From an optimization exercise on the open Yosys and OpenROAD flow, aimed at small area, a short achievable clock period and few clock cycles per item; shortcuts taken in it are not production practice. In this exercise RTL edits were held to simulation tests only and were not proved equivalent to the original. Power figures rest on the tool's default switching activity, not on a simulated workload.

===== flow/config.mk =====
export PLATFORM = sky130hd
export DESIGN_NAME = sparse_compactor
export DESIGN_NICKNAME = sparse_compactor
export VERILOG_FILES = /design/flow/design.v
export SDC_FILE = /design/flow/constraint.sdc
export NUM_CORES = 4
export LEC_CHECK = 0
export CAP_MARGIN = 20
export CORE_AREA = 5 5 415 415
export DIE_AREA = 0 0 420 420
export SLEW_MARGIN = 20

===== flow/design.v =====
package compact_pkg;
	localparam int ELEM_W = 4 + 16;
	typedef logic signed [ELEM_W-1:0] elem_t;
	typedef logic [$clog2(16)-1:0] idx_t;
	typedef enum logic [1:0] {
		ST_IDLE,  
		ST_SCAN,  
		ST_HOLD   
	} scan_state_e;
endpackage
`timescale 1ns/1ps
module sparse_compactor (
	clk,
	reset,
	i_in_valid,
	o_in_ready,
	i_act,
	i_wgt,
	o_out_valid,
	i_out_taken,
	o_act,
	o_wgt
);
localparam int L = 16;
localparam int EW = compact_pkg::ELEM_W;
localparam int W = L * EW;
input clk, reset;
input i_in_valid;
output logic o_in_ready;
input logic [W-1:0] i_act;
input logic [W-1:0] i_wgt;
output logic o_out_valid;
input i_out_taken;
output logic [W-1:0] o_act;
output logic [W-1:0] o_wgt;
logic [W-1:0] act_q, wgt_q;
logic [4*L-1:0] act_z, wgt_z, act_zq, wgt_zq;
logic full;
logic load;
zero_count act_cnt (.i_vec(i_act), .o_z(act_z));
zero_count wgt_cnt (.i_vec(i_wgt), .o_z(wgt_z));
assign load = !full || i_out_taken;
assign o_in_ready = load;
assign o_out_valid = full;
always_ff @(posedge clk) begin
	if (reset) begin
		full <= 1'b0;
	end
	else if (load) begin
		full <= i_in_valid;
	end
end
always_ff @(posedge clk) begin
	if (load) begin
		act_q <= i_act;
		wgt_q <= i_wgt;
		act_zq <= act_z;
		wgt_zq <= wgt_z;
	end
end
shift_net act_net (.i_vec(act_q), .i_z(act_zq), .o_vec(o_act));
shift_net wgt_net (.i_vec(wgt_q), .i_z(wgt_zq), .o_vec(o_wgt));
endmodule
module zero_count (
	input logic [16*compact_pkg::ELEM_W-1:0] i_vec,
	output logic [4*16-1:0] o_z
);
localparam int L = 16;
localparam int EW = compact_pkg::ELEM_W;
logic [L-1:0] nz;
logic [4:0] cnt [L+1];
always_comb begin
	for (int i = 0; i < L; i++) begin
		nz[i] = |i_vec[i*EW +: EW];
	end
	cnt[0] = '0;
	for (int i = 0; i < L; i++) begin
		cnt[i+1] = cnt[i] + {4'd0, !nz[i]};
	end
	for (int i = 0; i < L; i++) begin
		o_z[i*4 +: 4] = nz[i] ? cnt[i][3:0] : 4'd0;
	end
end
endmodule
module shift_net (
	input logic [16*compact_pkg::ELEM_W-1:0] i_vec,
	input logic [4*16-1:0] i_z,
	output logic [16*compact_pkg::ELEM_W-1:0] o_vec
);
localparam int L = 16;
localparam int EW = compact_pkg::ELEM_W;
logic [EW-1:0] d [5][L];
logic [3:0] z [5][L];
always_comb begin
	for (int p = 0; p < L; p++) begin
		d[0][p] = i_vec[p*EW +: EW];
		z[0][p] = i_z[p*4 +: 4];
	end
	for (int k = 0; k < 4; k++) begin
		for (int p = 0; p < L; p++) begin
			d[k+1][p] = z[k][p][k] ? '0 : d[k][p];
			z[k+1][p] = z[k][p][k] ? '0 : z[k][p];
			if (p + (1 << k) < L) begin
				if (z[k][p + (1 << k)][k]) begin
					d[k+1][p] = d[k+1][p] | d[k][p + (1 << k)];
					z[k+1][p] = z[k+1][p] | z[k][p + (1 << k)];
				end
			end
		end
	end
	for (int p = 0; p < L; p++) begin
		o_vec[p*EW +: EW] = d[4][p];
	end
end
endmodule

===== flow/run.sh =====
#!/bin/bash
# synth_recipe.tcl (not shown) runs the flow's synth.tcl, then flattens the netlist and writes it again
# the make line also repeats each setting of config.mk as NAME=value (left out here)
make -C /OpenROAD-flow-scripts/flow DESIGN_CONFIG=/design/flow/config.mk WORK_HOME=/design/flow/orfs CLKGATE_MAP_FILE= SYNTH_SCRIPT=/design/flow/synth_recipe.tcl finish

===== flow/constraint.sdc =====
create_clock -name core_clock -period 5.0 [get_ports {clk}]
set_input_delay 1.0000 -clock core_clock [delete_from_list [all_inputs] [get_ports {clk}]]
set_output_delay 1.0000 -clock core_clock [all_outputs]
set_load 0.01 [all_outputs]

==> impl_metrics.ini, run 1 <==
[power_and_ir_drop]
intPower_mw = 15.4
p_sw_mw = 9.53
swShare_pct = 38.2
vdd_drop_max_mv = 0.209
pwr_density_cell_nw_per_um2 = 331
leakagePower_nw = 28.8
seq_power_share_pct = 31.6
combPwrFrac_pct = 38.2
clock_power_share_pct = 30.2

[critical_path]
crit_type = in2reg
arrival_ns = 6.92
r2r_setup_slack_ns = 2.62
cp_common_cell = ha_4
critPathTopFamily = adder cells
crit_fanout = 3
endpoint_kind = flip-flop
path_buf_inv = 3
cp-start-kind = input pin
rr_startpoint = full
rr_endpoint = wgt_q[307]
crit_path_max_incr_delay_ns = 0.61
worst_r2r_path_depth = 3
slowest_stage = fa_2
cp_data_required_time_ns = 5.57

[floorplanning]
die-height_um = 420
dieArea_um2 = 176000
core_um2 = 167000
die_w_um = 420
ios = 1286
start_util_pct = 28.3
std_cell_rows = 150

[detailed_routing]
first_pass_iters = 14
ant_nets = 0
route.vias.total = 60100
vias_per_cell = 6.69
wirelength_mm = 440
wl_per_cell_um = 49.0
drtIter0Drc = 9044
drc = 0

[sta]
setup_viol = 57
slew_headroom_pct = 22.7
min_period_over_period_pct = 127
final-hold-violation-count = 0
setup_tns_ns = -19.74
period_needed_ns = 6.34
fmax_mhz = 158
maxSlewViolCount = 0
tightest_slew_ns = 1.16
fin_ws_ns = -1.34
rsz0062_at_grt = yes
fin_skew_ns = 0.0350
fin_hold_ws_ns = 0.514

[outcome]
check.faults = negative setup slack
status = failed layout checks

[place]
hpwl_mm = 360
io_buffers = 1285
place_congestion = 1.12
placed_area_um2 = 70400

[grt]
first_global_vias = 58500
antenna_found_initial = 71
grt_max_degree = 162
overflow = 0
grt_usage_pct = 47.8
grt_pass1_wl_mm = 562

[min_path]
whs_endpoint = act_q[55]
min-delay-start = i_act[55]
min_path_type = in2reg
worstHoldPathCells = 2

[layout]
fin_area_um2 = 75400
drive_above_1_share_pct = 25.0
syn_to_final_growth_pct = 59.3
layout.nets = 7355

[synthesis]
post-synth-top-count-cell = edfxtp_1
postSynthAreaPerCell_um2 = 10.1
synth.cell_area_um2 = 47300
syn-instance-count = 4679
synth_edf_count = 748
synth_cell_type_count = 69
synthArstFlopShare_pct = 0
synth-main-ff-cell = edfxtp_1
synth_seq_cells = 749
yosysWarningCount = 6
synth_nets = 5379
synth_top_area_share_pct = 47.5
ys_top_cells_by_area = edfxtp_1 (47%), a22oi_1 (9.8%), o22a_1 (9.1%)
synth_top_area_cell = edfxtp_1
netlist_top_cells_count = edfxtp_1 (748), a22oi_1 (617), o22a_1 (494), o22ai_1 (458), clkbuf_1 (434)
ys_seq_area_share_pct = 47.5

[clocking]
cts_root_buffer = clkbuf_16
numCtsBuffers = 93
insertion_delay_ns = 0.76
clk_pin_slew_ns = 0.07
cts.sinks = 749
hold_buffers = 0
h-tree-depth = 3
cts_tree = yes
clock_path_buffers = 3

[run]
maxCapViolations = 0
-- placed cells by master (no fill, tap or decap), types with 17 or more instances in the layout --
master | Yosys | final
a211oi_1 | 47 | 43
a21oi_1 | 141 | 114
a21oi_2 | 0 | 24
a22o_1 | 174 | 163
a22oi_1 | 617 | 606
and2_1 | 47 | 47
and3_1 | 26 | 24
buf_12 | 0 | 78
buf_2 | 0 | 18
buf_4 | 1 | 1059
buf_6 | 0 | 35
clkbuf_16 | 0 | 96
clkdlybuf4s15_1 | 0 | 18
clkdlybuf4s50_1 | 0 | 1045
clkinv_2 | 0 | 24
diode_2 | 0 | 46
dlygate4sd2_1 | 0 | 48
edfxtp_1 | 748 | 748
ha_4 | 0 | 46
inv_1 | 51 | 39
nand2_1 | 217 | 212
nand3_1 | 50 | 44
nor2_1 | 398 | 378
nor2b_1 | 180 | 166
nor4_1 | 162 | 129
nor4_4 | 0 | 17
o21ai_0 | 143 | 98
o21ai_1 | 2 | 36
o22a_1 | 494 | 487
o22ai_1 | 458 | 426
o22ai_2 | 0 | 25
o2bb2ai_1 | 39 | 30
-- power by group through the flow --
stage                     clock, mW  combinational [mW]  sequential, mW
after floorplan                   0                2.87            7.73
after global placement            0                8.92            7.97
after detailed placement          0                8.88            7.96
after CTS                      7.52                8.97            7.84
after global routing           7.77                9.45            7.86
final                          7.54                9.54            7.88
-- logic make-up after synthesis --
family | share of synthesized area, %
xor+xnor | 1.46
simple gates | 11.6
compound gates | 33.8
mux | 0.0846
fa+ha+maj | 1.54
buf+inv | 4.04
flops | 47.5
-- what timing repair did --
item                                    CTS  global route
gates cloned                              1             1
pin swaps                               113            75
setup buffers                            23            24
gates resized for setup                 372           178
hold endpoints to repair                  0             0
endpoints found under the setup margin  299           184
-- sequential cells by signal, summed over array words and instances (netlist names) --
signal / cells
act_q: 320
act_zq: 54
full: 1
wgt_q: 320
wgt_zq: 54
-- worst max-delay path by stage --
stage / from / end / slack (ns) / cells past startpoint
final: i_wgt[53] / wgt_zq[63] / -1.34 / 26
after global routing: i_wgt[45] / wgt_zq[63] / -1.44 / 27
after CTS: i_wgt[39] / wgt_zq[63] / -1.33 / 27
after detailed placement: i_wgt[50] / wgt_zq[63] / -2.76 / 27
after global placement: i_wgt[50] / wgt_zq[63] / -2.79 / 27
after floorplan: i_out_taken / o_in_ready / -2.10 / 1
-- per-stage QoR --
stage               instances  utilization (%)  total power [mW]  worst slack, ns
floorplan                4679                -              10.6            -2.10
global placement         8711             42.1              16.9            -2.79
detailed placement       8715             42.1              16.8            -2.76
CTS                      8910             44.5              24.3            -1.33
global route             8960             45.0              25.1            -1.44
finish                   8984             45.1              25.0            -1.34
-- layer usage --
| layer | track usage (%) | routed length [um] |
|---|---|---|
| met1 | 47.4 | 135000 |
| met2 | 74.5 | 195000 |
| met3 | 15.1 | 45100 |
| met4 | 54.8 | 64500 |
| met5 | 0.222 | 190 |
-- area by class of cell --
type                       count  area, um2
fill                       16000      91800
inverter                      56        223
multi-input combinational   3421      25100
timing repair buffer        2334      21400
clock buffer                 106       2420
tap                         2204       2760
sequential                   749      22500
clock inverter                68        843
antenna                       46        115
Testbench counts, summed over its fixed seeds: cycles 1,288, items 1,280.
==> run 2: changes to the inputs <==
==> flow/design.v (replaced) <==
package compact_pkg;
	localparam int ELEM_W = 4 + 16;
	typedef logic signed [ELEM_W-1:0] elem_t;
	typedef logic [$clog2(16)-1:0] idx_t;
	typedef enum logic [1:0] {
		ST_IDLE,  
		ST_SCAN,  
		ST_HOLD   
	} scan_state_e;
endpackage
`timescale 1ns/1ps
module sparse_compactor (
	clk,
	reset,
	i_in_valid,
	o_in_ready,
	i_act,
	i_wgt,
	o_out_valid,
	i_out_taken,
	o_act,
	o_wgt
);
localparam int L = 16;
localparam int EW = compact_pkg::ELEM_W;
localparam int W = L * EW;
input clk, reset;
input i_in_valid;
output logic o_in_ready;
input logic [W-1:0] i_act;
input logic [W-1:0] i_wgt;
output logic o_out_valid;
input i_out_taken;
output logic [W-1:0] o_act;
output logic [W-1:0] o_wgt;
compact_pkg::scan_state_e state;
logic [2:0] grp;
logic [W-1:0] act_f, wgt_f;
assign o_in_ready = (state == compact_pkg::ST_IDLE);
assign o_out_valid = (state == compact_pkg::ST_HOLD);
always_ff @(posedge clk) begin
	if (reset) begin
		state <= compact_pkg::ST_IDLE;
		grp <= '0;
	end
	else begin
		case (state)
			compact_pkg::ST_IDLE: begin
				grp <= '0;
				if (i_in_valid) state <= compact_pkg::ST_SCAN;
			end
			compact_pkg::ST_SCAN: begin
				grp <= grp + 1'b1;
				if (grp == 3'd7) state <= compact_pkg::ST_HOLD;
			end
			compact_pkg::ST_HOLD: begin
				if (i_out_taken) state <= compact_pkg::ST_IDLE;
			end
			default: state <= compact_pkg::ST_IDLE;
		endcase
	end
end
always_ff @(posedge clk) begin
	if (state == compact_pkg::ST_IDLE && i_in_valid) begin
		act_f <= i_act;
		wgt_f <= i_wgt;
	end
end
pack2 act_pack (.clk(clk), .i_clear(state == compact_pkg::ST_IDLE),
	.i_step(state == compact_pkg::ST_SCAN), .i_grp(grp), .i_frame(act_f), .o_slots(o_act));
pack2 wgt_pack (.clk(clk), .i_clear(state == compact_pkg::ST_IDLE),
	.i_step(state == compact_pkg::ST_SCAN), .i_grp(grp), .i_frame(wgt_f), .o_slots(o_wgt));
endmodule
module pack2 (
	input logic clk,
	input logic i_clear,
	input logic i_step,
	input logic [2:0] i_grp,
	input logic [16*compact_pkg::ELEM_W-1:0] i_frame,
	output logic [16*compact_pkg::ELEM_W-1:0] o_slots
);
localparam int L = 16;
localparam int EW = compact_pkg::ELEM_W;
logic [4:0] ptr;
logic [4:0] p;
logic [EW-1:0] e;
logic [L*EW-1:0] nxt;
always_comb begin
	nxt = o_slots;
	p = ptr;
	for (int k = 0; k < 2; k++) begin
		e = i_frame[(2*i_grp + k)*EW +: EW];
		if (e != '0) begin
			for (int s = 0; s < L; s++) begin
				if (p == 5'(s)) nxt[s*EW +: EW] = e;
			end
			p = p + 1'b1;
		end
	end
end
always_ff @(posedge clk) begin
	if (i_clear) begin
		o_slots <= '0;
		ptr <= '0;
	end
	else if (i_step) begin
		o_slots <= nxt;
		ptr <= p;
	end
end
endmodule
==> run 2 against run 1 <==
Design area up 20%. Synthesized cell count increased by 24%. Largest power group is now registers. Global-route usage fell by 11 points. Largest cell class is now registers. The run now finishes clean.
==> impl_metrics.ini, run 2 <==
[synthesis]
synth_top_area_share_pct = 29.0
synth_edf_count = 640
synth_top_family_by_area = multiplexers
post-synth-top-count-cell = dfxtp_1
ys_seq_area_share_pct = 48.7
synth-compound-area-share_pct = 17.0
synth_seq_cells = 1295
synth.cell_area_um2 = 66300
synth_nets = 6486
postSynthAreaPerCell_um2 = 11.4
synth_xor_area_share_pct = 0.145
ys_top_cells_by_area = edfxtp_1 (29%), dfxtp_1 (20%), mux4_2 (10%)
netlist_top_cells_count = dfxtp_1 (655), edfxtp_1 (640), mux2i_1 (449), nand2_1 (441), nor2_1 (439)
synth-main-ff-cell = dfxtp_1
synth_top_area_cell = edfxtp_1
yosys.area_share.adder_pct = 0.351
syn-instance-count = 5824
yosysWarningCount = 2
synth_cell_type_count = 84
synthArstFlopShare_pct = 0
synthSimpleGateAreaFrac_pct = 10.8
synthMuxAreaShare_pct = 18.8

[critical_path]
crit_fanout = 21
cp-start-kind = flip-flop
arrival_ns = 5.65
cp_data_required_time_ns = 5.74
endpoint_kind = flip-flop
crit_type = reg2reg
rr_startpoint = grp[0]
crit_start = grp[0]

[floorplanning]
start_util_pct = 39.7
die-height_um = 420
die_w_um = 420
core_um2 = 167000
std_cell_rows = 150
ios = 1286
dieArea_um2 = 176000

[layout]
final_common_cell = clkdlybuf4s50_1
n_fill_cell = 14300
layout.nets = 7844
syn_to_final_growth_pct = 36.2
drive_above_1_share_pct = 18.0
finish.utilization_pct = 54.0
final_cell_mix = clkdlybuf4s50_1 (1285), dfxtp_1 (650), edfxtp_1 (640), mux2i_1 (441), nand2_1 (439)

[detailed_routing]
first_pass_iters = 7
vias_per_cell = 6.55
drc = 0
ant_nets = 0
wl_per_cell_um = 35.7
wirelength_mm = 342
drtIter0Drc = 8357
route.met3.wl_mm = 34.3
wl_met2_mm = 154
route.vias.total = 62700
dr.max_layer_used = met5
met1_length_mm = 125

[grt]
first_global_vias = 58500
antenna_found_initial = 73
grt_max_degree = 195
grt_pass1_wl_mm = 463
grt_usage_pct = 37.0
overflow = 0

[place]
place_congestion = 1.02
hpwl_mm = 255
io_buffers = 1285

[run]
maxCapViolations = 0

[power_and_ir_drop]
intPower_mw = 19.8
seq_power_share_pct = 44.1
leakagePower_nw = 31.0
p_sw_mw = 7.67
clock_power_share_pct = 40.5
vdd_drop_max_mv = 0.357
pwr_density_cell_nw_per_um2 = 304
combPwrFrac_pct = 15.4
swShare_pct = 27.9

[clocking]
cts_tree = yes
cts.sinks = 1295
numCtsBuffers = 150
h-tree-depth = 4
insertion_delay_ns = 0.84
cts_root_buffer = clkbuf_16
hold_buffers = 0
clk_pin_slew_ns = 0.07
clock_path_buffers = 3

[sta]
fmax_mhz = 203
final-hold-violation-count = 0
period_needed_ns = 4.92
tightest_slew_ns = 1.25
fin_skew_ns = 0.0501
maxSlewViolCount = 0
min_period_over_period_pct = 98.3
slew_headroom_pct = 16.7
setup_tns_ns = 0
setup_viol = 0

[min_path]
min-delay-start = wgt_pack.o_slots[148]
min_path_type = reg2reg

[outcome]
status = finished clean
## run 2: cell count changes after synthesis, sizes merged, moves of 149 or more
cell | before | now
o211ai | 1 | 150
a221o | 2 | 348
mux2i | 4 | 449
nand2 | 217 | 442
dfxtp | 1 | 655
o22ai | 458 | 65
mux4 | 0 | 300
nor2b | 180 | 16
buf | 19 | 231
a22oi | 617 | 134
o22a | 494 | 3
nor3 | 16 | 283
## run 2: cell type report
cell class              count  area, um2  share of cell area [%]
diodes                     66        165                   0.183
clock buffers             213       4320                    4.78
multi-input cells        3880      31900                    35.3
clock inverters            59        568                   0.629
well taps                2204       2760                    3.05
repair buffers           1815      18200                    20.1
inverters                  40        151                   0.168
flip-flops and latches   1295      32300                    35.8
## run 2: power groups by stage
| stage | logic [mW] | clock network [mW] | registers (mW) |
|---|---|---|---|
| floorplan | 1.81 | 0 | 12.2 |
| global placement | 4.03 | 0 | 12.3 |
| detailed placement | 4.05 | 0 | 12.3 |
| CTS | 4.07 | 11.2 | 12.1 |
| global route | 4.31 | 11.7 | 12.1 |
| finish | 4.22 | 11.1 | 12.1 |
## run 2: worst max-delay path, cell delays in order, from the launching register on
cell	delay, ns
dfxtp_4	0.37
ha_4	0.25
ha_4	0.17
fa_2	0.68
buf_12	0.16
mux4_2	0.29
mux2_2	0.30
a32o_1	0.27
a211oi_2	0.16
buf_4	0.17
and3_1	0.15
and4_1	0.24
nand4_1	0.26
buf_6	0.24
buf_12	0.15
and3_1	0.16
buf_4	0.16
or4_1	0.51
o211ai_1	0.10
## run 2: through the flow
stage / power, mW / hold WS, ns / area, um2 / setup slack [ns] / std cells
2_1_floorplan: 14.0 / 0.497 / 66300 / -0.859 / 5824
3_3_place_gp: 16.3 / 0.464 / 84600 / -0.227 / 9204
3_5_place_dp: 16.4 / 0.466 / 84600 / -0.319 / 9204
4_1_cts: 27.4 / 0.480 / 89600 / 0.0182 / 9486
5_1_grt: 28.1 / 0.494 / 90300 / -0.0197 / 9562
6_report: 27.5 / 0.481 / 90300 / 0.0843 / 9572
## run 2: logic make-up after synthesis
logic type               after synthesis
flip-flops                          1295
adder cells (fa/ha/maj)               18
XOR/XNOR                              11
multiplexers                         856
buffers and inverters                649
AO/OA/AOI/OAI                       1425
AND/OR/NAND/NOR                     1570
## run 2: worst paths after layout
path	end	slack (ns)	cells past startpoint
setup / recovery	wgt_pack.o_slots[158]	0.08	18
hold / removal	wgt_pack.o_slots[148]	0.48	1
setup reg to reg	wgt_pack.o_slots[158]	0.08	18
hold reg to reg	wgt_pack.o_slots[148]	0.48	1
## run 2: layer usage
layer,up-vias,track usage (%)
met5,-,0
met4,6,26.8
met2,4556,56.7
li1,25900,-
met1,31200,45.5
met3,1023,8.99
## run 2: what timing repair did
action / CTS / global route
gates resized for setup: 13 / 40
setup endpoints to repair: 310 / 453
pin swaps: 6 / 14
cloned: 0 / 7
buffers inserted: 10 / 12
Testbench counts of run 2, summed over its fixed seeds: cycles 12,800, items 1,280.

## afterwards: timing with drivers on the ports
The flow's constraints put no driver on any port. The routed layouts listed below were extracted and timed again, unchanged, in two steps. Step 1, drivers: a clkbuf_16 drives clk and a buf_2 each remaining input, both assumed. Step 2 times the ports against the registers' clock, not the clock port: input delays grow and output delays shrink by t, the midpoint of the rising clock arrivals with the driver on. a / b / c = no drivers / after step 1 / after step 2; a / b = the first two.
run | t (ns) | setup WS [ns] | hold slack, ns | cell pins on the clock port's net
run 1 | 0.835 | -1.343 / -1.268 / -2.103 | 0.514 / 0.453 / 0.992 | 1
run 2 | 0.904 | 0.084 / 0.084 / 0.084 | 0.481 / 0.481 / 0.481 | 1
The setup slack of run 1, which loses most, moves by +0.075 ns with the drivers and by -0.760 ns with both steps.
